This is an optimization exercise on Yosys and OpenROAD, whose aim is small area, a short achievable clock period and few clock cycles per item, not a production implementation. In this exercise RTL edits were held to simulation tests only and were not proved equivalent to the original. The clock cells of runs 3 to 8 come from the design's own scripts or RTL, not from TritonCTS. The flow treats the clock pin as an ideal source. Dropping or thinning the clock tree relies on that and would not hold on a real chip. Power figures rest on the tool's default switching activity, not on a simulated workload.

**flow/design.v**
```verilog
`default_nettype none
package pool_buffer_pkg;
    typedef logic [32-1:0] pixel_t;
    typedef pixel_t [4-1:0] pixel_vec_t;
    typedef struct packed {
        pixel_vec_t top_left;
        pixel_vec_t top_right;
        pixel_vec_t bot_left;
        pixel_vec_t bot_right;
    } window_t;
    typedef struct packed {
        window_t                 window;
        logic [$clog2(((6 / 2) * (4 / 2)))-1:0] window_idx;
        logic                    last;
    } window_beat_t;
    typedef struct packed {
        logic [1:0]              bank_sel;
        logic [$clog2(((6 / 2) * (4 / 2)))-1:0] addr;
        pixel_vec_t              data;
    } bank_wr_t;
    typedef enum logic {
        ST_FILL,
        ST_DRAIN
    } buf_state_e;
endpackage
`default_nettype wire
`timescale 1ns/1ps
`default_nettype none
module pool_buffer_top (
    input  wire                           clk,
    input  wire                           rst_n,
    input  wire                           in_valid,
    input  wire pool_buffer_pkg::pixel_vec_t in_data,
    output logic                          in_ready,
    output logic                          out_valid,
    input  wire                           out_ready,
    output pool_buffer_pkg::window_beat_t out_beat
);
    localparam int DEPTH = 6 + 1;
    localparam logic [$clog2(((6 / 2) * (4 / 2)))-1:0] WIN_LAST = $clog2(((6 / 2) * (4 / 2)))'(((6 / 2) * (4 / 2)) - 1);
    logic [$clog2(((6 / 2) * (4 / 2)))-1:0]     win;
    logic                        r0;
    logic                        c0;
    logic                        br_q;
    logic                        last_q;
    logic                        accept;
    logic [$clog2(((6 / 2) * (4 / 2)))-1:0]     win_next;
    logic                        r0_next;
    logic                        c0_next;
    pool_buffer_pkg::pixel_vec_t hist [DEPTH];
    assign in_ready  = !br_q || out_ready;
    assign accept    = in_valid && in_ready;
    assign out_valid = in_valid && br_q;
    always_comb begin
        out_beat.window.top_left  = hist[0];
        out_beat.window.top_right = hist[1];
        out_beat.window.bot_left  = hist[DEPTH-1];
        out_beat.window.bot_right = in_data;
        out_beat.window_idx       = win;
        out_beat.last             = last_q;
    end
    always_ff @(posedge clk) begin
        if (accept) begin
            for (int k = 0; k < DEPTH - 1; k++) begin
                hist[k] <= hist[k+1];
            end
            hist[DEPTH-1] <= in_data;
        end
    end
    always_comb begin
        win_next = win;
        r0_next  = r0;
        c0_next  = !c0;
        if (c0) begin
            case (win)
                3'd0:    win_next = 3'd1;
                3'd1:    win_next = 3'd2;
                3'd2:    win_next = r0 ? 3'd3 : 3'd0;
                3'd3:    win_next = 3'd4;
                3'd4:    win_next = 3'd5;
                default: win_next = r0 ? 3'd0 : 3'd3;
            endcase
            if (win == 3'd2 || win == 3'd5) begin
                r0_next = !r0;
            end
        end
    end
    always_ff @(posedge clk or negedge rst_n) begin
        if (!rst_n) begin
            win    <= '0;
            r0     <= 1'b0;
            c0     <= 1'b0;
            br_q   <= 1'b0;
            last_q <= 1'b0;
        end else if (accept) begin
            win    <= win_next;
            r0     <= r0_next;
            c0     <= c0_next;
            br_q   <= r0_next && c0_next;
            last_q <= (win_next == WIN_LAST);
        end
    end
endmodule
`default_nettype wire
```
**flow/flow/run.sh**
```bash
#!/bin/bash
set -euo pipefail
bash standard.sh "BUFFER_PORTS_ARGS=-buffer_cell sky130_fd_sc_hd__buf_2" finish > flow_make.log 2>&1
```
**flow/standard.sh**
```bash
#!/bin/bash
# synth_recipe.tcl (not shown) runs the flow's synth.tcl, then flattens the netlist and writes it again
# the make line also repeats each setting of config.mk as NAME=value (left out here)
make -C /OpenROAD-flow-scripts/flow DESIGN_CONFIG=/design/flow/config.mk WORK_HOME=/design/flow/orfs CLKGATE_MAP_FILE= SYNTH_SCRIPT=/design/flow/synth_recipe.tcl "${@:-finish}"
```
**flow/config.mk**
```make
export PLATFORM = sky130hd
export DESIGN_NAME = pool_buffer_top
export DESIGN_NICKNAME = pool_buffer_top
export VERILOG_FILES = /design/flow/design.v
export SDC_FILE = /design/flow/constraint.sdc
export NUM_CORES = 4
export LEC_CHECK = 0
export CAP_MARGIN = 20
export CORE_MARGIN = 2
export CORE_UTILIZATION = 70
export CTS_CLUSTER_DIAMETER = 50
export CTS_CLUSTER_SIZE = 25
export PLACE_DENSITY = 0.8
export SETUP_SLACK_MARGIN = 2.2
export SLEW_MARGIN = 20
```
**flow/constraint.sdc**
```tcl
create_clock -name core_clock -period 4.0 [get_ports {clk}]
set_input_delay 0.8000 -clock core_clock [delete_from_list [all_inputs] [get_ports {clk}]]
set_output_delay 0.8000 -clock core_clock [all_outputs]
set_load 0.01 [all_outputs]
```
==> key figures, run 1 <==
Run status
  – Outcome: stopped before the end
  – Fail Step: 4_1_cts
  – Error message: [ERROR DPL-0033] detailed placement checks failed during check placement.

Yosys
  – Async S/R FF share, synth: 0.00775
  – Synth cell types: 20
  – Synthesized area: 28,300 um2
  – Top cell type's share of synthesized area: 0.951
  – Primary FF master, synth: edfxtp_1
  – Register area share after synthesis: 0.957
  – Synth top cells by count: edfxtp_1 (896), buf_4 (130), dfrtp_1 (7)
  – Most common cell in the synthesized netlist: edfxtp_1
  – Cell taking the most area after synthesis: edfxtp_1
  – Net Count, Synth: 1,194
  – Post-synthesis average cell area: between 20 and 30 um2
  – Post-synthesis instance total: 1,062
  – Flops & latches, synth: 903
  – Number of synthesized flops with an enable pin: 896
  – Syn. warnings: 2
  – Synth area leaders: edfxtp_1 (95%), buf_4 (3.5%), dfrtp_1 (0.62%), o2111ai_1 (0.093%), xnor2_1 (0.093%)

Floorplanning
  – IO Pins: 650
  – Starting Density: 0.710
  – Die Span Y: 205 um
  – DIE WIDTH: approximately 210 um
  – Row Count: 73

Clock tree
  – CTS buffer count: 50
  – Clock tree buffer depth: 3
  – Total clock sinks: roughly 900
  – Post-CTS sizing: 440
  – Hold-fix buffers at CTS: 1
  – H-tree Lvls: 2
  – Root Driver: clkbuf_16
  – Post-CTS setup buffer count: slightly above 200

Placement
  – GPL Wtd Cong: roughly 0.86
  – DPL Wire Length: ~37 mm
  – Place WS: approximately 1.3 ns
  – I/O Buffers: ~650
[power by group through the flow]
stage	combinational [mW]	sequential, mW	clock (mW)
floorplan	0.690	13.7	0
global placement	1.78	12.8	0
detailed placement	1.85	13.0	0
[stage by stage]
stage | utilization | power (mW) | hold slack (ns) | std cells | cell area [um2]
after floorplan | - | 14.4 | 0.400 | 1062 | 28300
after global placement | 0.792 | 14.6 | 0.400 | 2125 | 31500
after detailed placement | 0.792 | 14.8 | 0.405 | 2125 | 31500
[logic make-up after synthesis]
| kind of cell | share of synthesized area |
|---|---|
| compound gates | 0.00257 |
| xor+xnor | 0.000929 |
| buf+inv | 0.0356 |
| flops | 0.957 |
| mux | 0.000796 |
| simple gates | 0.00270 |
[how the worst max path moves through the flow]
stage / startpoint / endpoint / slack (ns) / depth (start not counted)
2_1_floorplan: out_ready / hist[0][0] / -11.03 / 4
3_3_place_gp: out_ready / hist[6][14] / 1.37 / 6
3_5_place_dp: out_ready / hist[0][62] / 1.33 / 6
Testbench counts, summed over its fixed seeds: cycles 1,536, frames 64.
==> run 2, diff against run 1 <==
--- a/flow/config.mk
+++ b/flow/config.mk
@@ -13,3 +13,2 @@
 export PLACE_DENSITY = 0.8
-export SETUP_SLACK_MARGIN = 2.2
 export SLEW_MARGIN = 20
==> run 2 against run 1 <==
Against the previous run: synthesized cell count stayed put; now clean on timing, DRC and antenna; area after synthesis stayed put.
==> key figures, run 2 <==
Worst setup path
  – CP max-delay cell: dfrtp_1
  – Critical Path RT: approximately 3.2 ns
  – Crit path largest cell delay: ~0.5 ns
  – Worst-path maximum fanout: 8
  – Ordered list of cells on the worst path: buf_2
  – CP delay by family, top: flip-flops
  – Crit start category: register
  – Worst Path Buf+Inv: 1
  – Critical path type: reg2out
  – CP endpoint kind: output pin
  – CP arrival: between 1 and 1.5 ns

Cells and area
  – Register with the most flip-flops: hist
  – Share of layout cells above drive strength 1: 0.448
  – Final Util: 0.834
  – Top Registers: hist (896), win (3)
  – Fillcell total: between 1.5k and 2k
  – Max FFs per register: ~900
  – Most common cell after layout, fill and taps aside: edfxtp_1
  – Area grow syn2layout: 17.5%
  – Final instance area: between 30,000 and 40,000 um2
  – Total Nets Final: around 1.8k
  – Most frequent cells in the layout: edfxtp_1 (896), buf_2 (649), clkbuf_16 (51), buf_12 (14), inv_6 (10)
  – Post-route insts no fill: about 2.2k

Pwr
  – Seq pwr share: 0.628
  – Internal power: around 16 mW
  – Proportion of power drawn by combinational gates: 0.092
  – Power, Total: approximately 20 mW
  – Leak Pwr: 12.4 nW
  – VDD IR max: 0.000604 V
  – Clock share of power: 0.280
  – Sw Ratio: 0.238
  – Net switching power: roughly 4.8 mW
  – Power per cell area: just over 600 nW/um2

Drt
  – DR vias/cell: around 5.5
  – Detailed Route Iter0 Violations: between 1k and 1.5k
  – Met1 WL: between 15 and 20 mm
  – Wirelength per Cell: 25.6 um
  – Pre-Repair DR Iteration Count: 5
  – Drc violations: 0
  – DRT Wirelength: approximately 57 mm
  – DRT antenna net count: 0
  – Via count: roughly 12k
  – Top routing layer used: met5
  – WL met2: 30.7 mm
  – Met3 WL: roughly 4.4 mm

Placement
  – DPL Wire Length: ~37 mm
  – I/O Buffers: ~650
  – Placed insts: around 2.1k
  – Post-DP Area: between 30,000 and 40,000 um2
  – GPL Wtd Cong: 0.858
  – Place WS: roughly 1.3 ns

STA
  – Hold WS: 0.364 ns
  – Worst slew pin tran: slightly below 0.6 ns
  – # setup viols final: 0
  – Max-slew headroom: 0.611
  – Setup TNS: 0 ns
  – Fin crit share: 0.536
  – Unrepaired setup endpoints after global routing: no
  – Fmax: approximately 0.47 GHz
  – Clock skew: about 0.034 ns
  – Final worst slack: about 1.9 ns
  – Min Tclk post-route: 2.15 ns
  – Fin. max-slew vios: 0
  – Final hold vios: 0

Yosys
  – Number of synthesized flops with an enable pin: between 800 and 900
  – Adder-cell share of the synthesized area: 0
  – Synth cell types: 20
  – Synth area leaders: edfxtp_1 (95%), buf_4 (3.5%), dfrtp_1 (0.62%), o2111ai_1 (0.093%), xnor2_1 (0.093%)
  – Synthesized area: 28,300 um2
  – Most common cell in the synthesized netlist: edfxtp_1
  – Post-synthesis average cell area: roughly 27 um2
  – Top cell type's share of synthesized area: 0.951
  – Synth top cells by count: edfxtp_1 (896), buf_4 (130), dfrtp_1 (7)
  – Xor and xnor area share after synthesis: 0.000929
  – Register area share after synthesis: 0.957
  – Mux contribution to synthesized area: 0.000796
  – Primary FF master, synth: edfxtp_1
  – Syn. warnings: 2
  – Combinational family with the most area after synthesis: buffers and inverters
  – Simple-Gate Fraction of Synth Area: 0.00270
  – Synth Area in Compound Gates: 0.00257
  – Flops & latches, synth: 903
  – Post-synthesis instance total: 1,062
  – Async S/R FF share, synth: 0.00775
  – Cell taking the most area after synthesis: edfxtp_1
  – Net Count, Synth: approximately 1.2k

Job
  – Max_cap viols: 0

GRT
  – Initial antenna violation count: 4
  – Largest net degree at the start of global routing: 106
  – Vias in the first global route: about 12k
  – Total global routing overflow: 0
  – GRT Total Usage: 0.267
  – First-pass GRT wire length: 78.3 mm

Clock tree
  – Clk Latency, worst-skew pair: about 0.62 ns
  – CTS buffer count: 50
  – Post-CTS setup buffer count: 0
  – Hold-fix buffers at CTS: 1
  – Total clock sinks: ~900
  – Root Driver: clkbuf_16
  – Post-CTS sizing: 0
  – Clock tree buffer depth: 3
  – H-tree Lvls: 2
  – CTS clk-pin slew, worst paths: approximately 0.090 ns
  – CTS tree: yes

Floorplanning
  – IO Pins: between 600 and 700
  – Die area: ~42,000 um2
  – Starting Density: 0.710
  – Row Count: 73
  – Core area: around 40,000 um2
  – Die Span Y: about 210 um
  – DIE WIDTH: around 210 um

Run status
  – Outcome: complete, no violations

Min path
  – Hold Path Class: in2reg
## run 2: cell counts after synthesis
Identical to the previous run, type by type.
## run 2: cell type report
cell class                 instances  area, um2  area share
inverter                           2       11.3    0.000339
antenna                            3       7.51    0.000226
multi-input combinational         25        213     0.00640
timing repair buffer             671       3590       0.108
tap                              525        657      0.0198
clock inverter                    35        378      0.0114
clock buffer                      55       1290      0.0389
sequential                       903      27100       0.815
## run 2: logic make-up after synthesis
family / Yosys count
AO/OA/AOI/OAI: 9
XOR/XNOR: 3
buffers and inverters: 134
flip-flops: 903
multiplexers: 2
AND/OR/NAND/NOR: 11
## run 2: final timing paths
kind | start | end | slack [ns] | cells after the start
setup / recovery | win[1] | out_beat[2] | 1.85 | 1
hold / removal | in_data[24] | hist[6][24] | 0.36 | 1
setup reg to reg | br_q | hist[3][44] | 1.87 | 5
hold reg to reg | hist[2][74] | hist[1][74] | 0.40 | 0
max in group asynchronous | rst_n | last_q | 3.25 | 2
min in group asynchronous | rst_n | c0 | 0.56 | 2
## run 2: power groups by stage
stage                     clock network (mW)  logic [mW]  registers, mW
after floorplan                            0       0.690           13.7
after global placement                     0        1.78           12.8
after detailed placement                   0        1.85           13.0
after CTS                               5.80        1.89           12.8
after global routing                    6.08        2.00           12.9
final                                   5.69        1.88           12.8
## run 2: routing by layer
metal	GRT usage	up-vias
li1	-	5244
met1	0.317	6131
met2	0.472	718
met3	0.0659	125
met4	0.109	2
met5	0	-
==> run 3, diff against run 2 <==
==> flow/flow/run.sh (replaced) <==
#!/bin/bash
set -euo pipefail
here=$(pwd)
bash standard.sh "BUFFER_PORTS_ARGS=-buffer_cell sky130_fd_sc_hd__buf_2" \
  "PRE_CTS_TCL=$here/flow/pre_cts.tcl" finish > flow_make.log 2>&1
==> flow/flow/my_cts.tcl (new file) <==
# Two-level clock tree built directly: the clock port drives a few root
# buffers, each root drives a group of leaf buffers, each leaf drives a
# compact cluster of flip-flop clock pins. Every sink sees the same number
# of buffer stages (root + leaf), so the tree is balanced by construction.
proc my_build_clock_tree { {leaf_size 28} {n_roots 4} } {
  set db [ord::get_db]
  set block [ord::get_db_block]
  set buf_master [$db findMaster sky130_fd_sc_hd__clkbuf_16]
  set clk_net [$block findNet clk]
  $clk_net setSigType CLOCK

  # sinks: every instance pin on the clock net
  set sinks {}
  foreach it [$clk_net getITerms] {
    set inst [$it getInst]
    set bb [$inst getBBox]
    set x [expr {([$bb xMin] + [$bb xMax]) / 2}]
    set y [expr {([$bb yMin] + [$bb yMax]) / 2}]
    lappend sinks [list $it $x $y]
  }
  set n [llength $sinks]
  set n_leaves [expr {int(ceil(double($n) / $leaf_size))}]
  # vertical strips, each cut along y into groups, so clusters stay compact
  set n_strips [expr {max(1, int(round(sqrt($n_leaves))))}]
  set sx [lsort -integer -index 1 $sinks]
  set per_strip [expr {int(ceil(double($n) / $n_strips))}]
  set leaves {}
  for {set s 0} {$s < $n_strips} {incr s} {
    set strip [lrange $sx [expr {$s * $per_strip}] [expr {($s + 1) * $per_strip - 1}]]
    if {[llength $strip] == 0} { continue }
    set sy [lsort -integer -index 2 $strip]
    set k [expr {int(ceil(double([llength $sy]) / $leaf_size))}]
    set per [expr {int(ceil(double([llength $sy]) / $k))}]
    for {set i 0} {$i < [llength $sy]} {incr i $per} {
      lappend leaves [lrange $sy $i [expr {$i + $per - 1}]]
    }
  }

  # leaf buffers at the centroid of their cluster
  set leaf_info {}
  set li 0
  foreach grp $leaves {
    set sxs 0; set sys 0
    foreach s $grp { incr sxs [lindex $s 1]; incr sys [lindex $s 2] }
    set cx [expr {$sxs / [llength $grp]}]
    set cy [expr {$sys / [llength $grp]}]
    set inst [odb::dbInst_create $block $buf_master "clkbuf_leaf_${li}_clk"]
    set net [odb::dbNet_create $block "clknet_leaf_${li}_clk"]
    $net setSigType CLOCK
    $inst setLocation $cx $cy
    $inst setPlacementStatus PLACED
    foreach s $grp {
      set it [lindex $s 0]
      $it disconnect
      $it connect $net
    }
    [$inst findITerm X] connect $net
    lappend leaf_info [list $inst $cx $cy]
    incr li
  }

  # root buffers, each feeding the leaves of one region
  set n_roots [expr {min($n_roots, [llength $leaf_info])}]
  set rx [expr {max(1, int(round(sqrt($n_roots))))}]
  set lx [lsort -integer -index 1 $leaf_info]
  set per_col [expr {int(ceil(double([llength $lx]) / $rx))}]
  set groups {}
  for {set c 0} {$c < $rx} {incr c} {
    set col [lrange $lx [expr {$c * $per_col}] [expr {($c + 1) * $per_col - 1}]]
    if {[llength $col] == 0} { continue }
    set ly [lsort -integer -index 2 $col]
    set k [expr {max(1, $n_roots / $rx)}]
    set per [expr {int(ceil(double([llength $ly]) / $k))}]
    for {set i 0} {$i < [llength $ly]} {incr i $per} {
      lappend groups [lrange $ly $i [expr {$i + $per - 1}]]
    }
  }
  set ri 0
  foreach grp $groups {
    set sxs 0; set sys 0
    foreach l $grp { incr sxs [lindex $l 1]; incr sys [lindex $l 2] }
    set cx [expr {$sxs / [llength $grp]}]
    set cy [expr {$sys / [llength $grp]}]
    set inst [odb::dbInst_create $block $buf_master "clkbuf_root_${ri}_clk"]
    set net [odb::dbNet_create $block "clknet_root_${ri}_clk"]
    $net setSigType CLOCK
    $inst setLocation $cx $cy
    $inst setPlacementStatus PLACED
    foreach l $grp { [[lindex $l 0] findITerm A] connect $net }
    [$inst findITerm X] connect $net
    [$inst findITerm A] connect $clk_net
    incr ri
  }
  puts "my_build_clock_tree: $n sinks, [llength $leaf_info] leaf buffers, $ri root buffers"
}
==> flow/flow/pre_cts.tcl (new file) <==
# Replaces TritonCTS with a directly built two-level clock tree (my_cts.tcl).
# The rest of ORFS's CTS step (legalisation, setup and hold repair) runs as usual.
source [file join [file dirname [info script]] my_cts.tcl]
rename clock_tree_synthesis __orfs_clock_tree_synthesis
proc clock_tree_synthesis { args } {
  my_build_clock_tree 28 4
  set_propagated_clock [all_clocks]
}
--- a/flow/config.mk
+++ b/flow/config.mk
@@ -10,4 +10,2 @@
 export CORE_UTILIZATION = 70
-export CTS_CLUSTER_DIAMETER = 50
-export CTS_CLUSTER_SIZE = 25
 export PLACE_DENSITY = 0.8
==> run 3 against run 2 <==
Against the previous run: register-to-register slack about the same; sequential share of layout area increased by 1.7 points; sequential power about the same; combinational power about the same; hold slack got worse by 0.13 ns; clock power decreased by 25%; critical path type is now in2reg; largest cell class unchanged.
==> key figures, run 3 <==
STA
  – Worst slew pin tran: between 0.5 and 0.6 ns
  – Fmax: approximately 0.44 GHz
  – Clock skew: around 0.017 ns
  – # setup viols final: 0
  – Final worst slack: 1.74 ns
  – Max-slew headroom: 0.602
  – Fin. max-slew vios: 0
  – Fin crit share: 0.564
  – Min Tclk post-route: approximately 2.3 ns
  – Unrepaired setup endpoints after global routing: no
  – Final hold vios: 0
  – Hold WS: between 0.2 and 0.25 ns
  – Setup TNS: 0 ns

Min path
  – Hold Path Class: in2async

Job
  – Max_cap viols: 0

Cells and area
  – Top Registers: hist (896), win (3)
  – Max FFs per register: ~900
  – Share of layout cells above drive strength 1: 0.437
  – Total Nets Final: roughly 1.8k
  – Area grow syn2layout: 15.1%
  – Register with the most flip-flops: hist
  – Post-route insts no fill: between 2k and 2.5k
  – Fillcell total: approximately 1.9k
  – Most common cell after layout, fill and taps aside: edfxtp_1
  – Most frequent cells in the layout: edfxtp_1 (896), buf_2 (649), clkbuf_16 (40), buf_12 (14)
  – Final instance area: 32,500 um2
  – Final Util: 0.817

Floorplanning
  – Starting Density: 0.710
  – Die Span Y: roughly 210 um
  – DIE WIDTH: about 210 um
  – Row Count: 73
  – IO Pins: 650
  – Die area: approximately 42,000 um2
  – Core area: 39,800 um2

Drt
  – DRT antenna net count: 0
  – DR vias/cell: ~5.5
  – Detailed Route Iter0 Violations: 1,147
  – Via count: roughly 12k
  – Drc violations: 0
  – DRT Wirelength: approximately 55 mm
  – Pre-Repair DR Iteration Count: 5
  – Wirelength per Cell: about 25 um

GRT
  – Grt met2 use: 0.459
  – GR Util met1: 0.304
  – Total global routing overflow: 0
  – Vias in the first global route: between 10k and 15k
  – GR Util met3: 0.0488
  – GRT busiest layer: met2
  – First-pass GRT wire length: about 75 mm
  – Largest net degree at the start of global routing: ~110
  – Initial antenna violation count: 3
  – GRT Total Usage: 0.250

Yosys
  – Synth area leaders: edfxtp_1 (95%), buf_4 (3.5%), dfrtp_1 (0.62%), o2111ai_1 (0.093%), xnor2_1 (0.093%)
  – Synth top cells by count: edfxtp_1 (896), buf_4 (130), dfrtp_1 (7)
  – Synthesized area: between 20,000 and 30,000 um2
  – Number of synthesized flops with an enable pin: between 800 and 900
  – Most common cell in the synthesized netlist: edfxtp_1
  – Primary FF master, synth: edfxtp_1
  – Net Count, Synth: approximately 1.2k
  – Adder-cell share of the synthesized area: 0
  – Async S/R FF share, synth: 0.00775
  – Combinational family with the most area after synthesis: buffers and inverters
  – Simple-Gate Fraction of Synth Area: 0.00270
  – Synth cell types: 20
  – Post-synthesis instance total: roughly 1.1k
  – Synth Area in Compound Gates: 0.00257
  – Register area share after synthesis: 0.957
  – Cell taking the most area after synthesis: edfxtp_1
  – Syn. warnings: 2
  – Post-synthesis average cell area: around 27 um2
  – Mux contribution to synthesized area: 0.000796
  – Top cell type's share of synthesized area: 0.951
  – Xor and xnor area share after synthesis: 0.000929
  – Flops & latches, synth: 903

Worst setup path
  – Critical path type: in2reg
  – CP startpoint: out_ready
  – CP arrival: 2.36 ns
  – R2r worst-path depth: 5
  – Crit start category: input pin
  – Worst-path maximum fanout: 36
  – Crit Reg-Reg Startpoint: br_q
  – CP endpoint: hist[2][67]
  – CP endpoint kind: register
  – Ordered list of cells on the worst path: buf_2, nand2b_4, nand2_4, clkinvlp_4, buf_12, buf_4
  – Crit path largest cell delay: just under 0.5 ns
  – Critical Path RT: roughly 4.1 ns
  – Reg2reg setup slack: 1.86 ns
  – CP max-delay cell: clkinvlp_4
  – R2r endpoint: hist[2][67]

Pwr
  – Leak Pwr: roughly 12 nW
  – VDD IR max: 0.000602 V
  – Power per cell area: between 500 and 600 nW/um2
  – Power, Total: between 15 and 20 mW

Clock tree
  – Clk Latency, worst-skew pair: ~0.39 ns
  – Hold-fix buffers at CTS: 0
  – Post-CTS setup buffer count: 0
  – CTS clk-pin slew, worst paths: approximately 0.09 ns
  – Post-CTS sizing: 0

Placement
  – DPL Wire Length: about 37 mm
  – I/O Buffers: about 650
  – Post-DP Area: approximately 32,000 um2
  – GPL Wtd Cong: 0.858
  – Place WS: 1.33 ns
  – Placed insts: between 2k and 2.5k

Run status
  – Outcome: complete, no violations
-- run 3: cell counts after synthesis --
No cell type changed its count.
-- run 3: area by class of cell --
class | count | area, um2 | share of cell area
sequential | 903 | 27100 | 0.832
antenna | 1 | 2.50 | 0.0000769
timing repair buffer | 670 | 3580 | 0.110
buffer | 40 | 1000 | 0.0308
tap | 525 | 657 | 0.0202
inverter | 2 | 11.3 | 0.000346
multi-input combinational | 25 | 213 | 0.00654
-- run 3: power by group --
group / internal, mW / leakage (nW) / switching (mW)
Sequential: 12.2 / 8.77 / 0.592
Combinational: 0.598 / 2.79 / 1.26
Clock: 1.80 / 0.493 / 2.46
-- run 3: kinds of logic (layout without fill, tap and decap cells) --
group / after synthesis / after routing
buffers and inverters: 134 / 712
AND/OR/NAND/NOR: 11 / 11
AO/OA/AOI/OAI: 9 / 9
other: 0 / 1
XOR/XNOR: 3 / 3
multiplexers: 2 / 2
flip-flops: 903 / 903
-- run 3: how the worst min path moves through the flow --
| stage | start | to | slack (ns) | depth (start not counted) |
|---|---|---|---|---|
| floorplan | hist[2][0] | hist[1][0] | 0.40 | 0 |
| global placement | hist[2][107] | hist[1][107] | 0.40 | 0 |
| detailed placement | hist[2][34] | hist[1][34] | 0.40 | 0 |
| CTS | rst_n | c0 | 0.22 | 1 |
| global route | rst_n | asynchronous set/reset pin | 0.22 | 1 |
| finish | rst_n | win[1] | 0.23 | 1 |
-- run 3: worst max-delay path, delay by kind of cell --
kind / cells / cell delay (ns)
buf+inv: 4 / 1.27
simple gates: 2 / 0.27
-- run 3: metal layers --
metal	vias up	part of all wire	wire length, um
met3	118	0.075	4080
met1	5951	0.34	18500
li1	5165	-	-
met5	-	0.00051	28
met4	4	0.035	1930
met2	608	0.55	29900
==> run 4, diff against run 3 <==
--- a/flow/config.mk
+++ b/flow/config.mk
@@ -9,4 +9,5 @@
 export CORE_MARGIN = 2
-export CORE_UTILIZATION = 70
-export PLACE_DENSITY = 0.8
+export CORE_UTILIZATION = 60
+export PLACE_DENSITY = 0.72
+export SETUP_SLACK_MARGIN = 2.0
 export SLEW_MARGIN = 20
==> run 4 against run 3 <==
Against the previous run: via count decreased by 4.4%; maximum frequency increased by 14%; flip-flop and latch count unchanged; critical path type is now in2out; final area increased by 0.63%; routed wire length decreased by 18%; clock power decreased by 1%.
==> key figures, run 4 <==
Run status
  – Outcome: complete, no violations

Floorplanning
  – Die Span Y: 221 um
  – Die area: between 40,000 and 50,000 um2
  – Core area: between 40,000 and 50,000 um2
  – Starting Density: 0.608
  – IO Pins: 650
  – Row Count: slightly below 80
  – DIE WIDTH: roughly 220 um

STA
  – Max-slew headroom: 0.503
  – Fin. max-slew vios: 0
  – Fin crit share: 0.496
  – # setup viols final: 0
  – Worst slew pin tran: 0.746 ns
  – Setup TNS: 0 ns
  – Fmax: 0.504 GHz
  – Unrepaired setup endpoints after global routing: yes
  – Final hold vios: 0
  – Clock skew: 0.0146 ns
  – Min Tclk post-route: around 2.0 ns

Worst setup path
  – Critical path type: in2out
  – Critical Path RT: 3.20 ns
  – Worst-path maximum fanout: 7
  – Crit Reg-Reg Startpoint: br_q
  – Ordered list of cells on the worst path: buf_6, and2_4, buf_6
  – CP endpoint kind: output pin
  – Reg2reg setup slack: 2.11 ns
  – R2r endpoint: hist[6][106]
  – CP endpoint: out_valid
  – Most used cell, CP: buf_6
  – CP arrival: approximately 1.2 ns
  – CP max-delay cell: and2_4
  – CP startpoint: in_valid
  – R2r worst-path depth: 5
  – Crit path largest cell delay: around 0.15 ns
  – Crit start category: input pin

GRT
  – Vias in the first global route: approximately 11k
  – GR Util met1: 0.224
  – GRT Total Usage: 0.170
  – GR Util met3: 0.0285
  – Initial antenna violation count: 2
  – Grt met2 use: 0.296
  – First-pass GRT wire length: roughly 64 mm
  – Total global routing overflow: 0
  – Largest net degree at the start of global routing: between 100 and 150
  – GRT busiest layer: met2

Cells and area
  – Max FFs per register: 896
  – Top Registers: hist (896), win (3)
  – Fillcell total: about 2.8k
  – Most frequent cells in the layout: edfxtp_1 (896), buf_2 (646), clkbuf_16 (41), buf_4 (9)
  – Most common cell after layout, fill and taps aside: edfxtp_1
  – Share of layout cells above drive strength 1: 0.439
  – Total Nets Final: around 1.8k
  – Area grow syn2layout: 15.8%
  – Final instance area: about 33,000 um2
  – Register with the most flip-flops: hist

Yosys
  – Register area share after synthesis: 0.957
  – Top cell type's share of synthesized area: 0.951
  – Synth area leaders: edfxtp_1 (95%), buf_4 (3.5%), dfrtp_1 (0.62%), o2111ai_1 (0.093%), xnor2_1 (0.093%)
  – Number of synthesized flops with an enable pin: between 800 and 900
  – Async S/R FF share, synth: 0.00775
  – Syn. warnings: 2
  – Cell taking the most area after synthesis: edfxtp_1
  – Post-synthesis average cell area: ~27 um2
  – Net Count, Synth: between 1k and 1.5k
  – Primary FF master, synth: edfxtp_1
  – Most common cell in the synthesized netlist: edfxtp_1
  – Synth cell types: 20
  – Synthesized area: 28,300 um2
  – Flops & latches, synth: between 900 and 1k
  – Synth top cells by count: edfxtp_1 (896), buf_4 (130), dfrtp_1 (7)
  – Post-synthesis instance total: between 1k and 1.5k

Job
  – Max_cap viols: 0

Pwr
  – Leak Pwr: around 12 nW
  – Power per cell area: 571 nW/um2
  – VDD IR max: approximately 0.00056 V

Clock tree
  – Clk Latency, worst-skew pair: 0.38 ns
  – Hold-fix buffers at CTS: 0
  – CTS clk-pin slew, worst paths: 0.09 ns

Drt
  – Wirelength per Cell: 19.8 um
  – DR vias/cell: ~5
  – DRT Wirelength: approximately 45 mm
  – Via count: between 10k and 15k
  – Drc violations: 0
  – DRT antenna net count: 0
  – Pre-Repair DR Iteration Count: 5
  – Detailed Route Iter0 Violations: roughly 900

Placement
  – I/O Buffers: ~650
  – GPL Wtd Cong: 0.852
  – DPL Wire Length: just over 30 mm
  – Post-DP Area: around 32,000 um2

Min path
  – Hold Path Class: in2async
[run 4: where the power goes]
part	total [mW]	switching (mW)	internal, mW
combinational	1.83	1.19	0.634
clock	4.19	2.39	1.80
sequential	12.7	0.510	12.2
total	18.7	4.09	14.6
[run 4: worst max-delay path, delay by kind of cell]
family                 cells  cell delay, ns
AND/OR/NAND/NOR            1            0.15
buffers and inverters      2            0.22
[run 4: layout make-up]
class | count | area (um2) | share of cell area
antenna | 2 | 5.00 | 0.000153
buffer | 40 | 1000 | 0.0306
inverter | 2 | 11.3 | 0.000344
multi-input combinational | 25 | 215 | 0.00657
sequential | 903 | 27100 | 0.827
tap | 607 | 759 | 0.0232
timing repair buffer | 675 | 3680 | 0.112
[run 4: worst min path at each step]
stage	slack, ns	cells past startpoint	endpoint
after floorplan	0.40	0	hist[1][0]
after global placement	0.40	0	hist[1][107]
after detailed placement	0.40	0	hist[1][109]
after CTS	0.22	1	br_q
after global routing	0.21	1	br_q
final	0.23	1	br_q
[run 4: stage by stage]
stage / power [mW] / std cells / util / setup WS [ns] / hold WS [ns]
global placement: 14.6 / 2203 / 0.678 / 1.44 / 0.400
global route: 19.4 / 2254 / 0.704 / 1.98 / 0.213
floorplan: 14.4 / 1062 / - / -11.03 / 0.400
detailed placement: 14.7 / 2203 / 0.678 / 1.39 / 0.405
CTS: 18.9 / 2247 / 0.702 / 1.97 / 0.217
finish: 18.7 / 2254 / 0.704 / 2.02 / 0.231
[run 4: logic make-up (layout without fill, tap and decap cells)]
logic type | count (synthesis) | after routing | share of synthesized area
other | 0 | 2 | 0
buffers and inverters | 134 | 717 | 0.0356
flip-flops | 903 | 903 | 0.957
XOR/XNOR | 3 | 3 | 0.000929
multiplexers | 2 | 2 | 0.000796
AO/OA/AOI/OAI | 9 | 9 | 0.00257
AND/OR/NAND/NOR | 11 | 11 | 0.00270
[run 4: metal layers]
layer | wire length, um | up-vias
met5 | 13 | -
met4 | 1520 | 2
met3 | 2620 | 80
met2 | 23100 | 428
met1 | 17300 | 5637
li1 | - | 5179
[run 4: repair_timing]
action	4_1_cts	5_1_grt
pin swaps	0	0
endpoints found under the setup margin	438	505
cloned	2	1
setup buffers	2	4
resized for setup	11	2
==> run 5, diff against run 4 <==
==> flow/flow/run.sh (replaced) <==
#!/bin/bash
set -euo pipefail
here=$(pwd)
bash standard.sh "BUFFER_PORTS_ARGS=-buffer_cell sky130_fd_sc_hd__buf_1" \
  "PRE_CTS_TCL=$here/flow/pre_cts.tcl" finish > flow_make.log 2>&1
==> run 5 against run 4 <==
Against the previous run: clock skew is 0.0081 ns higher; hold slack better by 0.071 ns; die area stayed put.
==> key figures, run 5 <==
Worst setup path
  – Ordered list of cells on the worst path: buf_1, nand2b_4, nand2_4, clkinvlp_4, buf_12, bufbuf_16
  – Crit path largest cell delay: ~0.53 ns
  – CP delay by family, top: buffers and inverters
  – Crit start category: input pin
  – CP max-delay cell: bufbuf_16
  – Critical Path RT: between 4 and 5 ns
  – Worst Path Buf+Inv: 4
  – Critical path type: in2reg
  – Reg2reg setup slack: roughly 2.0 ns
  – CP endpoint kind: register
  – Worst-path maximum fanout: 74
  – CP arrival: 2.16 ns

Cells and area
  – Total Nets Final: between 1.5k and 2k
  – Most frequent cells in the layout: edfxtp_1 (896), buf_1 (646), clkbuf_16 (41), dfrtp_1 (7), buf_4 (6)
  – Share of layout cells above drive strength 1: 0.0392
  – Area grow syn2layout: 12.4%
  – Most common cell after layout, fill and taps aside: edfxtp_1
  – Final instance area: 31,800 um2
  – Final Util: 0.683
  – Max FFs per register: around 900
  – Top Registers: hist (896), win (3)
  – Register with the most flip-flops: hist

Yosys
  – Net Count, Synth: approximately 1.2k
  – Syn. warnings: 2
  – Synth area leaders: edfxtp_1 (95%), buf_4 (3.5%), dfrtp_1 (0.62%), o2111ai_1 (0.093%), xnor2_1 (0.093%)
  – Top cell type's share of synthesized area: 0.951
  – Synth top cells by count: edfxtp_1 (896), buf_4 (130), dfrtp_1 (7)
  – Flops & latches, synth: 903
  – Most common cell in the synthesized netlist: edfxtp_1
  – Synth cell types: 20
  – Register area share after synthesis: 0.957
  – Number of synthesized flops with an enable pin: between 800 and 900
  – Synthesized area: 28,300 um2
  – Cell taking the most area after synthesis: edfxtp_1
  – Async S/R FF share, synth: 0.00775
  – Post-synthesis average cell area: 26.6 um2
  – Post-synthesis instance total: roughly 1.1k
  – Primary FF master, synth: edfxtp_1

Pwr
  – Power per cell area: approximately 580 nW/um2
  – Leak Pwr: slightly above 10 nW
  – VDD IR max: between 0.0005 and 0.0006 V

Floorplanning
  – Core area: ~47,000 um2
  – IO Pins: between 600 and 700
  – Die area: approximately 49,000 um2
  – Die Span Y: approximately 220 um
  – Starting Density: 0.608
  – Row Count: 79
  – DIE WIDTH: ~220 um

STA
  – Fin. max-slew vios: 0
  – Final hold vios: 0
  – Final worst slack: 1.90 ns
  – # setup viols final: 0
  – Max-slew headroom: 0.335
  – Unrepaired setup endpoints after global routing: yes
  – Min Tclk post-route: approximately 2.1 ns
  – Clock skew: 0.0227 ns
  – Fmax: ~0.48 GHz
  – Worst slew pin tran: 0.997 ns
  – Fin crit share: 0.524

Placement
  – I/O Buffers: approximately 650
  – Post-DP Area: ~31,000 um2
  – GPL Wtd Cong: approximately 0.83
  – Place WS: approximately 1.3 ns
  – DPL Wire Length: 30.4 mm

GRT
  – Initial antenna violation count: 1
  – Largest net degree at the start of global routing: around 200
  – GRT Total Usage: 0.170
  – Total global routing overflow: 0
  – Vias in the first global route: ~11k
  – First-pass GRT wire length: ~64 mm

Drt
  – DRT Wirelength: 44.1 mm
  – Via count: roughly 11k
  – Pre-Repair DR Iteration Count: 5
  – Drc violations: 0
  – DR vias/cell: 5.04
  – Wirelength per Cell: 19.7 um
  – DRT antenna net count: 0
  – Detailed Route Iter0 Violations: 761

Job
  – Max_cap viols: 0

Run status
  – Outcome: complete, no violations

Clock tree
  – CTS clk-pin slew, worst paths: about 0.090 ns
  – Post-CTS setup buffer count: 0
  – Clk Latency, worst-skew pair: ~0.39 ns

Min path
  – Hold Path Class: in2async
[run 5: cell counts after synthesis]
No cell type changed its count.
[run 5: worst paths after layout]
path,from,end,cells after the start
max,out_ready,hist[2][29],6
min,rst_n,win[2],1
max reg2reg,br_q,hist[2][29],5
min reg2reg,hist[3][16],hist[2][16],0
max in group asynchronous,rst_n,c0,1
min in group core_clock,hist[3][16],hist[2][16],0
[run 5: timing repair]
| action | CTS | global route |
|---|---|---|
| gates cloned | 1 | 1 |
| hold buffers | 0 | 0 |
| setup endpoints to repair | 728 | 645 |
| resized for setup | 5 | 5 |
| hold endpoints to repair | 0 | 0 |
[run 5: through the flow]
stage	setup TNS (ns)	std cells	hold WS (ns)	total power, mW
after floorplan	-9880.57	1062	0.400	14.4
after detailed placement	0	2199	0.405	14.5
after CTS	0	2240	0.302	18.7
after global placement	0	2199	0.401	14.4
final	0	2242	0.302	18.5
after global routing	0	2242	0.306	19.2
[run 5: routing by layer]
layer	share of wire	up-vias	wire (um)	GRT usage
met5	0	-	0	0
met4	0.031	0	1350	0.0459
met3	0.061	75	2700	0.0295
met2	0.52	450	23100	0.296
met1	0.38	5633	16900	0.225
li1	-	5149	-	-
[run 5: cells by family after synthesis]
group,after synthesis,synth area share
compound gates,9,0.00257
xor+xnor,3,0.000929
buf+inv,134,0.0356
flops,903,0.957
mux,2,0.000796
simple gates,11,0.00270
[run 5: cell type report]
class | count | area (um2)
diodes | 1 | 2.50
plain buffers | 40 | 1000
fillers | 2823 | 14800
inverters | 2 | 11.3
multi-input cells | 25 | 213
flip-flops and latches | 903 | 27100
well taps | 607 | 759
repair buffers | 664 | 2720
[run 5: power by group]
part,switching [mW],internal (mW)
clock network,2.38,1.80
registers,0.533,12.2
logic,1.18,0.413
[run 5: worst reg2reg max path: stages (launching register included)]
cell        delay [ns]
dfrtp_1           0.43
nand2b_4          0.14
nand2_4           0.08
clkinvlp_4        0.13
buf_12            0.30
bufbuf_16         0.57
==> run 6, diff against run 5 <==
--- a/flow/config.mk
+++ b/flow/config.mk
@@ -11,3 +11,3 @@
 export PLACE_DENSITY = 0.72
-export SETUP_SLACK_MARGIN = 2.0
+export SETUP_SLACK_MARGIN = 2.1
 export SLEW_MARGIN = 20
==> run 6 against run 5 <==
Against the previous run: die area unchanged; final area up 0.76%; clock skew up 0.00055 ns; cell count up 0.31%; clock power about the same; total power up 0.47%; combinational power up 6%; worst setup slack better by 0.061 ns; synthesized cell count unchanged; flip-flop and latch count unchanged; core utilization up 0.52 points; largest cell class unchanged.
==> key figures, run 6 <==
Run status
  – Outcome: complete, no violations

Worst setup path
  – CP endpoint kind: register
  – Worst-path maximum fanout: 196
  – R2r worst-path depth: 4
  – R2r endpoint: hist[0][57]
  – CP arrival: 2.04 ns
  – Critical Path RT: roughly 4 ns
  – CP startpoint: out_ready
  – Crit Reg-Reg Startpoint: br_q
  – Critical path type: in2reg
  – Crit start category: input pin
  – CP endpoint: hist[0][57]
  – Reg2reg setup slack: a little over 2 ns

STA
  – Worst slew pin tran: between 0.9 and 1 ns
  – Clock skew: about 0.023 ns
  – Fin crit share: 0.509
  – Max-slew headroom: 0.355
  – Fmax: 0.491 GHz
  – Final hold vios: 0
  – Setup TNS: 0 ns
  – # setup viols final: 0
  – Hold WS: 0.304 ns
  – Fin. max-slew vios: 0
  – Min Tclk post-route: 2.04 ns
  – Unrepaired setup endpoints after global routing: yes

GRT
  – Vias in the first global route: ~11k
  – Total global routing overflow: 0
  – GRT Total Usage: 0.171
  – Largest net degree at the start of global routing: ~200
  – Initial antenna violation count: 1
  – First-pass GRT wire length: between 60 and 70 mm

Yosys
  – Synthesized area: around 28,000 um2
  – Top cell type's share of synthesized area: 0.951
  – Primary FF master, synth: edfxtp_1
  – Post-synthesis average cell area: 26.6 um2
  – Synth cell types: 20
  – Post-synthesis instance total: about 1.1k
  – Number of synthesized flops with an enable pin: about 900
  – Register area share after synthesis: 0.957
  – Flops & latches, synth: roughly 900
  – Cell taking the most area after synthesis: edfxtp_1
  – Synth area leaders: edfxtp_1 (95%), buf_4 (3.5%), dfrtp_1 (0.62%), o2111ai_1 (0.093%), xnor2_1 (0.093%)
  – Synth top cells by count: edfxtp_1 (896), buf_4 (130), dfrtp_1 (7)
  – Net Count, Synth: around 1.2k
  – Most common cell in the synthesized netlist: edfxtp_1
  – Async S/R FF share, synth: 0.00775
  – Syn. warnings: 2

Pwr
  – Net switching power: approximately 4.1 mW
  – Sw Ratio: 0.222
  – Clock share of power: 0.225
  – Power per cell area: just under 600 nW/um2
  – Proportion of power drawn by combinational gates: 0.091
  – Leak Pwr: around 10 nW
  – Power, Total: 18.6 mW
  – Seq pwr share: 0.684
  – VDD IR max: around 0.00054 V
  – Internal power: ~14 mW

Drt
  – Via count: around 11k
  – Wirelength per Cell: 20.0 um
  – DR vias/cell: around 5.1
  – Detailed Route Iter0 Violations: about 700
  – DRT antenna net count: 0
  – DRT Wirelength: around 45 mm
  – Pre-Repair DR Iteration Count: 7
  – Drc violations: 0

Cells and area
  – Final instance area: 32,000 um2
  – Most common cell after layout, fill and taps aside: edfxtp_1
  – Area grow syn2layout: 13.2%
  – Fillcell total: 2,799
  – Reg area: 27,100 um2
  – Max FFs per register: between 800 and 900
  – Top Registers: hist (896), win (3)
  – Final Util: 0.688
  – Register with the most flip-flops: hist
  – Total Nets Final: 1,775
  – Multi-input logic area: between 200 and 250 um2
  – Most frequent cells in the layout: edfxtp_1 (896), buf_1 (600), clkbuf_16 (44), clkbuf_2 (25), buf_2 (22)
  – Share of layout cells above drive strength 1: 0.0725

Clock tree
  – CTS clk-pin slew, worst paths: around 0.08 ns
  – Clk Latency, worst-skew pair: between 0.3 and 0.4 ns

Floorplanning
  – IO Pins: between 600 and 700
  – Die area: approximately 50,000 um2
  – Core area: about 47,000 um2
  – Die Span Y: about 220 um
  – DIE WIDTH: between 200 and 250 um
  – Row Count: 79
  – Starting Density: 0.608

Placement
  – I/O Buffers: roughly 650
  – DPL Wire Length: slightly above 30 mm
  – GPL Wtd Cong: 0.827
  – Post-DP Area: ~31,000 um2

Job
  – Max_cap viols: 0

Min path
  – Hold Path Class: in2async
## run 6: worst min-delay path by stage
| stage | endpoint | cells after the start | slack (ns) | start |
|---|---|---|---|---|
| 3_5_place_dp | hist[1][107] | 0 | 0.40 | hist[2][107] |
| 3_3_place_gp | hist[3][78] | 0 | 0.40 | hist[4][78] |
| 2_1_floorplan | hist[1][0] | 0 | 0.40 | hist[2][0] |
| 4_1_cts | br_q | 1 | 0.30 | rst_n |
| 5_1_grt | br_q | 1 | 0.31 | rst_n |
| 6_report | win[1] | 1 | 0.30 | rst_n |
## run 6: power groups by stage
| stage | combinational, mW | clock (mW) | sequential [mW] |
|---|---|---|---|
| 6_report | 1.68 | 4.18 | 12.7 |
| 5_1_grt | 1.82 | 4.60 | 12.8 |
| 4_1_cts | 1.65 | 4.32 | 12.7 |
| 3_5_place_dp | 1.58 | 0 | 12.9 |
| 3_3_place_gp | 1.54 | 0 | 12.9 |
| 2_1_floorplan | 0.690 | 0 | 13.7 |
## run 6: timing repair
item                                    CTS  global route
resized for setup                        27            40
endpoints found under the setup margin  831           642
gates cloned                              3             4
hold buffers                              0             0
setup buffers                             2             0
## run 6: kinds of logic after synthesis
logic type,after synthesis,synth area share
compound gates,9,0.00257
xor+xnor,3,0.000929
buf+inv,134,0.0356
flops,903,0.957
mux,2,0.000796
simple gates,11,0.00270
## run 6: critical path: stages
cell        delay [ns]
buf_1             0.07
nand2b_4          0.15
nand2_4           0.08
clkinvlp_4        0.15
buf_16            0.61
## run 6: cell type report
cell class | count | area share
flip-flops and latches | 903 | 0.846
repair buffers | 671 | 0.0924
plain buffers | 40 | 0.0313
well taps | 607 | 0.0237
multi-input cells | 25 | 0.00664
inverters | 2 | 0.000352
diodes | 1 | 0.0000781
## run 6: per-layer routing
| layer | share of wire | GRT usage |
|---|---|---|
| met1 | 0.38 | 0.225 |
| met2 | 0.53 | 0.301 |
| met3 | 0.060 | 0.0295 |
| met4 | 0.031 | 0.0461 |
| met5 | 0 | 0 |
## run 6: stage by stage
step | instances | setup WS [ns]
floorplan | 1062 | -11.03
global placement | 2199 | 1.38
detailed placement | 2199 | 1.32
CTS | 2244 | 1.96
global route | 2249 | 1.91
finish | 2249 | 1.96
==> run 7, diff against run 6 <==
==> flow/flow/run.sh (replaced) <==
#!/bin/bash
set -euo pipefail
here=$(pwd)
bash standard.sh "BUFFER_PORTS_ARGS=-buffer_cell sky130_fd_sc_hd__buf_2" \
  "PRE_CTS_TCL=$here/flow/pre_cts.tcl" finish > flow_make.log 2>&1
--- a/flow/flow/my_cts.tcl
+++ b/flow/flow/my_cts.tcl
@@ -95 +95,117 @@
 }
+
+proc my_is_buffer { inst } {
+  return [regexp {^sky130_fd_sc_hd__(buf|bufbuf|clkbuf)_[0-9]+$} [[$inst getMaster] getName]]
+}
+
+proc my_driver { net } {
+  foreach it [$net getITerms] {
+    if {[$it isOutputSignal]} { return $it }
+  }
+  return ""
+}
+
+proc my_sta_pin { it } {
+  return [get_pins "[[$it getInst] getName]/[[$it getMTerm] getName]"]
+}
+
+proc my_center { inst } {
+  set bb [$inst getBBox]
+  return [list [expr {([$bb xMin] + [$bb xMax]) / 2}] [expr {([$bb yMin] + [$bb yMax]) / 2}]]
+}
+
+# Rebuilds the buffer tree that drives the flip-flop enable pins (DE) as two
+# balanced levels of buffers, clustered like the clock tree leaves.
+proc my_build_enable_tree { leaf_master root_master n_roots } {
+  set block [ord::get_db_block]
+  set dbu [$block getDefUnits]
+  # DE pins and the buffers between them and the logic that drives them
+  set bufs [dict create]
+  set roots [dict create]
+  foreach inst [$block getInsts] {
+    set de [$inst findITerm DE]
+    if {$de == "NULL" || $de == ""} { continue }
+    set net [$de getNet]
+    while {1} {
+      set drv [my_driver $net]
+      if {$drv == ""} { break }
+      set dinst [$drv getInst]
+      if {![my_is_buffer $dinst]} { break }
+      dict set bufs [$dinst getName] $dinst
+      set net [[$dinst findITerm A] getNet]
+    }
+    dict set roots [$net getName] $net
+  }
+  # move every load of those buffers' nets (other than the buffers
+  # themselves) onto the root net, then delete the buffers
+  set moved [dict create]
+  dict for {bname binst} $bufs {
+    set onet [[$binst findITerm X] getNet]
+    set rnet [[$binst findITerm A] getNet]
+    while {[dict exists $bufs [[[my_driver $rnet] getInst] getName]]} {
+      set rnet [[[[my_driver $rnet] getInst] findITerm A] getNet]
+    }
+    foreach it [$onet getITerms] {
+      if {[$it isOutputSignal]} { continue }
+      if {[dict exists $bufs [[$it getInst] getName]]} { continue }
+      dict set moved $it [$rnet getName]
+    }
+  }
+  dict for {it rname} $moved {
+    $it disconnect
+    $it connect [$block findNet $rname]
+  }
+  dict for {bname binst} $bufs {
+    set onet [[$binst findITerm X] getNet]
+    odb::dbInst_destroy $binst
+    if {[llength [$onet getITerms]] == 0 && [llength [$onet getBTerms]] == 0} {
+      odb::dbNet_destroy $onet
+    }
+  }
+  set names [dict keys $bufs]
+  # group the DE pins by root net again, now that they hang on it directly
+  set roots2 [dict create]
+  foreach inst [$block getInsts] {
+    set de [$inst findITerm DE]
+    if {$de == "NULL" || $de == ""} { continue }
+    dict lappend roots2 [[$de getNet] getName] $de
+  }
+  set roots $roots2
+  set bi 0
+  dict for {root_name des} $roots {
+    # clusters: DE pins of flip-flops on the same clock leaf net
+    set clusters [dict create]
+    foreach de $des {
+      set ck [[[$de getInst] findITerm CLK] getNet]
+      dict lappend clusters [$ck getName] $de
+    }
+    set leaves {}
+    dict for {ck grp} $clusters {
+      set sx 0; set sy 0
+      foreach de $grp {
+        lassign [my_center [$de getInst]] x y
+        incr sx $x; incr sy $y
+      }
+      set cx [expr {double($sx) / [llength $grp] / $dbu}]
+      set cy [expr {double($sy) / [llength $grp] / $dbu}]
+      set binst [insert_buffer -buffer_cell $leaf_master -net [get_nets $root_name] \
+        -load_pins [lmap de $grp {my_sta_pin $de}] -location [list $cx $cy]]
+      lappend leaves [list [get_full_name $binst] $cx $cy]
+      incr bi
+    }
+    # root level: split the leaves into n_roots groups by position
+    set lx [lsort -real -index 1 $leaves]
+    set nr [expr {min($n_roots, [llength $leaves])}]
+    set per [expr {int(ceil(double([llength $lx]) / $nr))}]
+    for {set i 0} {$i < [llength $lx]} {incr i $per} {
+      set grp [lsort -real -index 2 [lrange $lx $i [expr {$i + $per - 1}]]]
+      set sx 0; set sy 0
+      foreach l $grp { set sx [expr {$sx + [lindex $l 1]}]; set sy [expr {$sy + [lindex $l 2]}] }
+      insert_buffer -buffer_cell $root_master -net [get_nets $root_name] \
+        -load_pins [lmap l $grp {get_pins [lindex $l 0]/A}] \
+        -location [list [expr {$sx / [llength $grp]}] [expr {$sy / [llength $grp]}]]
+      incr bi
+    }
+  }
+  puts "my_build_enable_tree: removed [llength $names] buffers, [dict size $roots] root nets, $bi buffers inserted"
+}
==> flow/flow/pre_cts.tcl (replaced) <==
# Replaces TritonCTS with a directly built two-level clock tree, and rebuilds
# the buffer tree of the flip-flop enables as two balanced levels clustered
# like the clock leaves (my_cts.tcl). The rest of ORFS's CTS step
# (legalisation, setup and hold repair) runs as usual.
source [file join [file dirname [info script]] my_cts.tcl]
rename clock_tree_synthesis __orfs_clock_tree_synthesis
proc clock_tree_synthesis { args } {
  my_build_clock_tree 30 4
  set_propagated_clock [all_clocks]
  my_build_enable_tree sky130_fd_sc_hd__buf_8 sky130_fd_sc_hd__buf_16 4
}
--- a/flow/config.mk
+++ b/flow/config.mk
@@ -11,3 +11,3 @@
 export PLACE_DENSITY = 0.72
-export SETUP_SLACK_MARGIN = 2.1
+export SETUP_SLACK_MARGIN = 2.0
 export SLEW_MARGIN = 20
==> run 7 against run 6 <==
Against the previous run: register-to-register slack improved by 0.15 ns; hold slack worse by 0.068 ns; final area increased by 2.9%; routed wire length rose by 1.8%; critical path depth shrank 2; clock power about the same; critical path type is now in2out.
==> key figures, run 7 <==
Drt
  – DRT antenna net count: 0
  – DR vias/cell: between 5 and 6
  – Wirelength per Cell: about 20 um
  – Detailed Route Iter0 Violations: about 900
  – Drc violations: 0
  – Via count: 11.4k
  – DRT Wirelength: 45.8 mm
  – Pre-Repair DR Iteration Count: 6

STA
  – Final hold vios: 0
  – Fmax: ~0.50 GHz
  – Worst slew pin tran: approximately 0.44 ns
  – Setup TNS: 0 ns
  – Max-slew headroom: 0.709
  – Min Tclk post-route: a little under 2 ns
  – # setup viols final: 0
  – Fin. max-slew vios: 0
  – Clock skew: a little under 0.03 ns
  – Unrepaired setup endpoints after global routing: no
  – Fin crit share: 0.495
  – Hold WS: between 0.2 and 0.25 ns

GRT
  – Grt met2 use: 0.311
  – GRT busiest layer: met2
  – GR Util met3: 0.0313
  – Total global routing overflow: 0
  – Initial antenna violation count: 2
  – GRT Total Usage: 0.177
  – First-pass GRT wire length: between 60 and 70 mm
  – Largest net degree at the start of global routing: 31
  – GR Util met1: 0.231
  – Vias in the first global route: ~11k

Worst setup path
  – CP endpoint: in_ready
  – R2r endpoint: hist[4][30]
  – Crit Reg-Reg Startpoint: br_q
  – Reg2reg setup slack: around 2.2 ns
  – Crit start category: input pin
  – Critical path type: in2out
  – CP endpoint kind: output pin
  – Critical Path RT: around 3.2 ns
  – CP startpoint: out_ready
  – CP arrival: roughly 1.2 ns
  – Worst-path maximum fanout: 4
  – R2r worst-path depth: 5

Placement
  – DPL Wire Length: 30.8 mm
  – I/O Buffers: ~650
  – Post-DP Area: 31,600 um2
  – GPL Wtd Cong: about 0.85

Clock tree
  – Clk Latency, worst-skew pair: between 0.3 and 0.4 ns
  – Hold-fix buffers at CTS: 0
  – CTS clk-pin slew, worst paths: roughly 0.09 ns

Min path
  – Hold Path Class: in2async

Yosys
  – Synth area leaders: edfxtp_1 (95%), buf_4 (3.5%), dfrtp_1 (0.62%), o2111ai_1 (0.093%), xnor2_1 (0.093%)
  – Net Count, Synth: roughly 1.2k
  – Synth cell types: 20
  – Register area share after synthesis: 0.957
  – Synth top cells by count: edfxtp_1 (896), buf_4 (130), dfrtp_1 (7)
  – Post-synthesis average cell area: ~27 um2
  – Post-synthesis instance total: about 1.1k
  – Number of synthesized flops with an enable pin: between 800 and 900
  – Cell taking the most area after synthesis: edfxtp_1
  – Top cell type's share of synthesized area: 0.951
  – Primary FF master, synth: edfxtp_1
  – Most common cell in the synthesized netlist: edfxtp_1
  – Flops & latches, synth: 903
  – Syn. warnings: 2
  – Synthesized area: 28,300 um2
  – Async S/R FF share, synth: 0.00775

Job
  – Max_cap viols: 0

Run status
  – Outcome: complete, no violations

Cells and area
  – Multi-input logic area: approximately 220 um2
  – Fillcell total: roughly 2.7k
  – Most common cell after layout, fill and taps aside: edfxtp_1
  – Most frequent cells in the layout: edfxtp_1 (896), buf_2 (646), clkbuf_16 (39), buf_8 (35), dfrtp_1 (7)
  – Top Registers: hist (896), win (3)
  – Final Util: 0.708
  – Final instance area: about 33,000 um2
  – Reg area: ~27,000 um2
  – Share of layout cells above drive strength 1: 0.444
  – Max FFs per register: about 900
  – Register with the most flip-flops: hist
  – Area grow syn2layout: 16.5%
  – Total Nets Final: between 1.5k and 2k

Pwr
  – Leak Pwr: between 10 and 15 nW
  – VDD IR max: 0.000642 V
  – Power per cell area: roughly 570 nW/um2
  – Power, Total: around 19 mW

Floorplanning
  – Row Count: 79
  – DIE WIDTH: approximately 220 um
  – Die Span Y: 221 um
  – Starting Density: 0.608
  – Die area: around 50,000 um2
  – IO Pins: 650
  – Core area: roughly 47,000 um2
[run 7: layout make-up]
cell class | count | area share
timing repair buffer | 690 | 0.119
sequential | 903 | 0.821
buffer | 39 | 0.0296
multi-input combinational | 25 | 0.00653
tap | 607 | 0.0230
inverter | 2 | 0.000342
antenna | 2 | 0.000152
[run 7: how the worst min path moves through the flow]
stage | slack [ns] | to | startpoint | cells past startpoint
floorplan | 0.40 | hist[1][0] | hist[2][0] | 0
global placement | 0.40 | hist[1][107] | hist[2][107] | 0
detailed placement | 0.40 | hist[1][109] | hist[2][109] | 0
CTS | 0.22 | br_q | rst_n | 1
global route | 0.22 | br_q | rst_n | 1
finish | 0.24 | br_q | rst_n | 1
[run 7: power breakdown]
| group | switching [mW] | internal, mW | total, mW | leakage, nW |
|---|---|---|---|---|
| clock network | 2.39 | 1.76 | 4.15 | 0.481 |
| registers | 0.515 | 12.2 | 12.7 | 8.77 |
| logic | 1.23 | 0.698 | 1.93 | 2.96 |
| total | 4.14 | 14.6 | 18.7 | 12.2 |
[run 7: per-stage QoR]
step           setup WS [ns]  std cells
2_1_floorplan         -11.03       1062
3_3_place_gp            1.44       2203
3_5_place_dp            1.39       2203
4_1_cts                 2.01       2266
5_1_grt                 2.01       2268
6_report                2.02       2268
[run 7: repair_timing]
action                                  4_1_cts  5_1_grt
setup buffers                                 2        0
endpoints found under the setup margin        2        1
gates resized for setup                       3        2
[run 7: critical path, stage by stage]
cell and delay (ns):
buf_2 0.10, nand2b_4 0.16, buf_6 0.13
[run 7: logic make-up after synthesis]
| group | count (synthesis) | synth area share |
|---|---|---|
| AOI/OAI and AO/OA | 9 | 0.00257 |
| xor gates and xnor gates | 3 | 0.000929 |
| buffers and inverters | 134 | 0.0356 |
| DFF | 903 | 0.957 |
| muxes | 2 | 0.000796 |
| and+or+nand+nor | 11 | 0.00270 |
[run 7: metal layers]
layer	routed length [um]	vias to the layer above
met5	13	-
li1	-	5218
met4	1490	2
met3	2770	88
met2	23900	419
met1	17600	5641
==> run 8, diff against run 7 <==
==> flow/flow/run.sh (replaced) <==
#!/bin/bash
set -euo pipefail
here=$(pwd)
bash standard.sh "BUFFER_PORTS_ARGS=-buffer_cell sky130_fd_sc_hd__buf_1" \
  "PRE_CTS_TCL=$here/flow/pre_cts.tcl" finish > flow_make.log 2>&1
==> run 8 against run 7 <==
Against the previous run: worst setup slack got worse by 0.0078 ns; hold slack improved by 0.065 ns; area after synthesis did not move; synthesized cell count did not move; die area did not move; clock skew barely moved; cell count barely moved.
==> key figures, run 8 <==
Run status
  – Outcome: complete, no violations

Clock tree
  – CTS clk-pin slew, worst paths: roughly 0.080 ns
  – Post-CTS setup buffer count: 0
  – Clk Latency, worst-skew pair: a little under 0.4 ns
  – Hold-fix buffers at CTS: 0

STA
  – Fmax: 0.503 GHz
  – Min Tclk post-route: 1.99 ns
  – Fin crit share: 0.497
  – Fin. max-slew vios: 0
  – # setup viols final: 0
  – Clock skew: between 0.02 and 0.03 ns
  – Final hold vios: 0
  – Worst slew pin tran: 0.400 ns
  – Unrepaired setup endpoints after global routing: no
  – Setup TNS: 0 ns
  – Max-slew headroom: 0.733

Pwr
  – Seq pwr share: 0.683
  – Internal power: ~14 mW
  – Sw Ratio: 0.223
  – Clock share of power: 0.222
  – Leak Pwr: ~10 nW
  – VDD IR max: 0.000702 V
  – Power per cell area: just under 600 nW/um2
  – Proportion of power drawn by combinational gates: 0.094
  – Net switching power: roughly 4.1 mW
  – Power, Total: roughly 19 mW

Cells and area
  – Register with the most flip-flops: hist
  – Most common cell after layout, fill and taps aside: edfxtp_1
  – Total Nets Final: roughly 1.8k
  – Max FFs per register: 896
  – Final instance area: roughly 32,000 um2
  – Share of layout cells above drive strength 1: 0.0531
  – Most frequent cells in the layout: edfxtp_1 (896), buf_1 (646), clkbuf_16 (39), buf_8 (35), dfrtp_1 (7)
  – Post-route insts no fill: 2,266
  – Final Util: 0.690
  – Fillcell total: between 2k and 3k
  – Area grow syn2layout: 13.6%
  – Reg area: approximately 27,000 um2
  – Top Registers: hist (896), win (3)
  – Multi-input logic area: 215 um2

Worst setup path
  – Crit start category: input pin
  – Critical path type: in2out
  – Reg2reg setup slack: 2.24 ns
  – CP max-delay cell: and2_4
  – Worst-path maximum fanout: 7
  – CP endpoint kind: output pin
  – Worst Path Buf+Inv: 2
  – CP delay by family, top: buffers and inverters
  – Crit Reg-Reg Startpoint: br_q
  – Crit path largest cell delay: between 0.1 and 0.15 ns
  – Ordered list of cells on the worst path: buf_6, and2_4, buf_2
  – R2r endpoint: hist[0][85]
  – Critical Path RT: ~3.2 ns
  – R2r worst-path depth: 5
  – CP arrival: ~1.2 ns

Floorplanning
  – Core area: ~47,000 um2
  – DIE WIDTH: ~220 um
  – Die Span Y: about 220 um
  – Row Count: 79
  – IO Pins: 650
  – Die area: 48,900 um2
  – Starting Density: 0.608

Yosys
  – Syn. warnings: 2
  – Post-synthesis average cell area: 26.6 um2
  – Post-synthesis instance total: ~1.1k
  – Synth cell types: 20
  – Top cell type's share of synthesized area: 0.951
  – Async S/R FF share, synth: 0.00775
  – Synthesized area: between 20,000 and 30,000 um2
  – Net Count, Synth: roughly 1.2k
  – Number of synthesized flops with an enable pin: 896
  – Cell taking the most area after synthesis: edfxtp_1
  – Synth area leaders: edfxtp_1 (95%), buf_4 (3.5%), dfrtp_1 (0.62%), o2111ai_1 (0.093%), xnor2_1 (0.093%)
  – Register area share after synthesis: 0.957
  – Flops & latches, synth: around 900
  – Primary FF master, synth: edfxtp_1
  – Synth top cells by count: edfxtp_1 (896), buf_4 (130), dfrtp_1 (7)
  – Most common cell in the synthesized netlist: edfxtp_1

Drt
  – Drc violations: 0
  – DR vias/cell: ~5.0
  – Wirelength per Cell: about 20 um
  – DRT antenna net count: 0
  – Detailed Route Iter0 Violations: 826
  – DRT Wirelength: 45.2 mm
  – Via count: ~11k
  – Pre-Repair DR Iteration Count: 4

GRT
  – Initial antenna violation count: 2
  – Vias in the first global route: between 10k and 15k
  – Total global routing overflow: 0
  – GRT Total Usage: 0.175
  – First-pass GRT wire length: 65.4 mm
  – Largest net degree at the start of global routing: 31

Placement
  – I/O Buffers: 649
  – Post-DP Area: 30,700 um2
  – Placed insts: approximately 2.2k
  – GPL Wtd Cong: between 0.8 and 0.9
  – DPL Wire Length: between 30 and 40 mm

Min path
  – Hold Path Class: in2async

Job
  – Max_cap viols: 0
[run 8: cell counts after synthesis]
No cell type changed its count.
[run 8: final cells by class]
class                           instances  area share
Sequential cell                       903       0.843
Tap cell                              607      0.0236
Inverter                                2    0.000350
Multi-Input combinational cell         25     0.00670
Timing Repair Buffer                  688      0.0961
Antenna cell                            2    0.000156
Buffer                                 39      0.0304
[run 8: power groups by stage]
stage / clock network [mW] / logic (mW) / registers (mW)
finish: 4.13 / 1.75 / 12.7
global route: 4.55 / 1.89 / 12.8
CTS: 4.26 / 1.77 / 12.7
detailed placement: 0 / 1.58 / 12.9
global placement: 0 / 1.54 / 12.9
floorplan: 0 / 0.690 / 13.7
[run 8: how the worst max path moves through the flow]
stage,start,endpoint,depth (start not counted)
global route,out_ready,in_ready,3
global placement,in_valid,hist[0][110],5
detailed placement,in_valid,hist[4][46],5
CTS,out_ready,in_ready,3
finish,in_valid,out_valid,3
floorplan,out_ready,hist[0][0],4
[run 8: metal layers]
| layer | routed length (um) | vias to the layer above | track usage | share of wire |
|---|---|---|---|---|
| li1 | - | 5213 | - | - |
| met1 | 17200 | 5713 | 0.228 | 0.38 |
| met2 | 24000 | 423 | 0.307 | 0.53 |
| met3 | 2500 | 72 | 0.0279 | 0.055 |
| met4 | 1490 | 0 | 0.0539 | 0.033 |
| met5 | 0 | - | 0 | 0 |
[run 8: worst reg2reg max path: stages, from the launching register on]
cell and delay, ns:
dfrtp_1 0.42, nand2b_4 0.11, nand2_4 0.11, clkinvlp_4 0.35, buf_16 0.32, buf_8 0.20
[run 8: repair_timing]
action	CTS	global route
pin swaps	0	0
gates cloned	0	0
gates resized for setup	4	4
setup endpoints to repair	1	2
hold endpoints to repair	0	0
[run 8: kinds of logic (layout without fill, tap and decap cells)]
kind of cell | count (synthesis) | count (layout) | synth area share
compound gates | 9 | 9 | 0.00257
simple gates | 11 | 11 | 0.00270
xor+xnor | 3 | 3 | 0.000929
other cells | 0 | 2 | 0
mux | 2 | 2 | 0.000796
buf+inv | 134 | 729 | 0.0356
flops | 903 | 903 | 0.957
[run 8: metrics by stage]
step	hold WS, ns	worst slack (ns)
after global routing	0.308	1.99
after global placement	0.401	1.38
after detailed placement	0.405	1.32
final	0.302	2.01
after CTS	0.301	2.00
after floorplan	0.400	-11.03

separate check: timing with driven ports:
The flow's constraints put no driver on any port. The routed layouts listed below were extracted and timed again, unchanged, in two steps. Step 1 assumes that a clkbuf_16 drives the clock port and a buf_2 every other input. Step 2 moves the port delays by t, midway between the first and last clock arrival at a register: inputs arrive t later, outputs are due t later. That takes back most of the time a late clock gives input paths. a / b / c = ideal / step 1 / step 2; a / b = the first two.
| run | t (ns) | setup WS [ns] | worst setup path at the end | worst register clock-pin slew, ns | worst slew at a driven data input, ns |
|---|---|---|---|---|---|
| run 2 | 0.659 | 1.854 / 1.800 / 1.340 | input to register | 0.10 / 0.10 | 0.10 |
| run 3 | 0.500 | 1.744 / 1.837 / 1.336 | input to register | 0.10 / 0.10 | 0.11 |
| run 4 | 0.502 | 2.017 / 1.954 / 1.634 | input to register | 0.10 / 0.10 | 0.09 |
| run 5 | 0.493 | 1.902 / 1.954 / 1.498 | input to register | 0.10 / 0.10 | 0.10 |
| run 6 | 0.491 | 1.964 / 1.944 / 1.561 | input to register | 0.10 / 0.10 | 0.09 |
| run 7 | 0.488 | 2.019 / 1.954 / 1.673 | input to register | 0.10 / 0.10 | 0.09 |
| run 8 | 0.489 | 2.011 / 1.958 / 1.707 | input to register | 0.10 / 0.10 | 0.10 |
After both steps setup and hold are still met in every run listed. The setup slack of run 2, which loses most, moves by -0.054 ns with the drivers and by -0.514 ns with both steps.
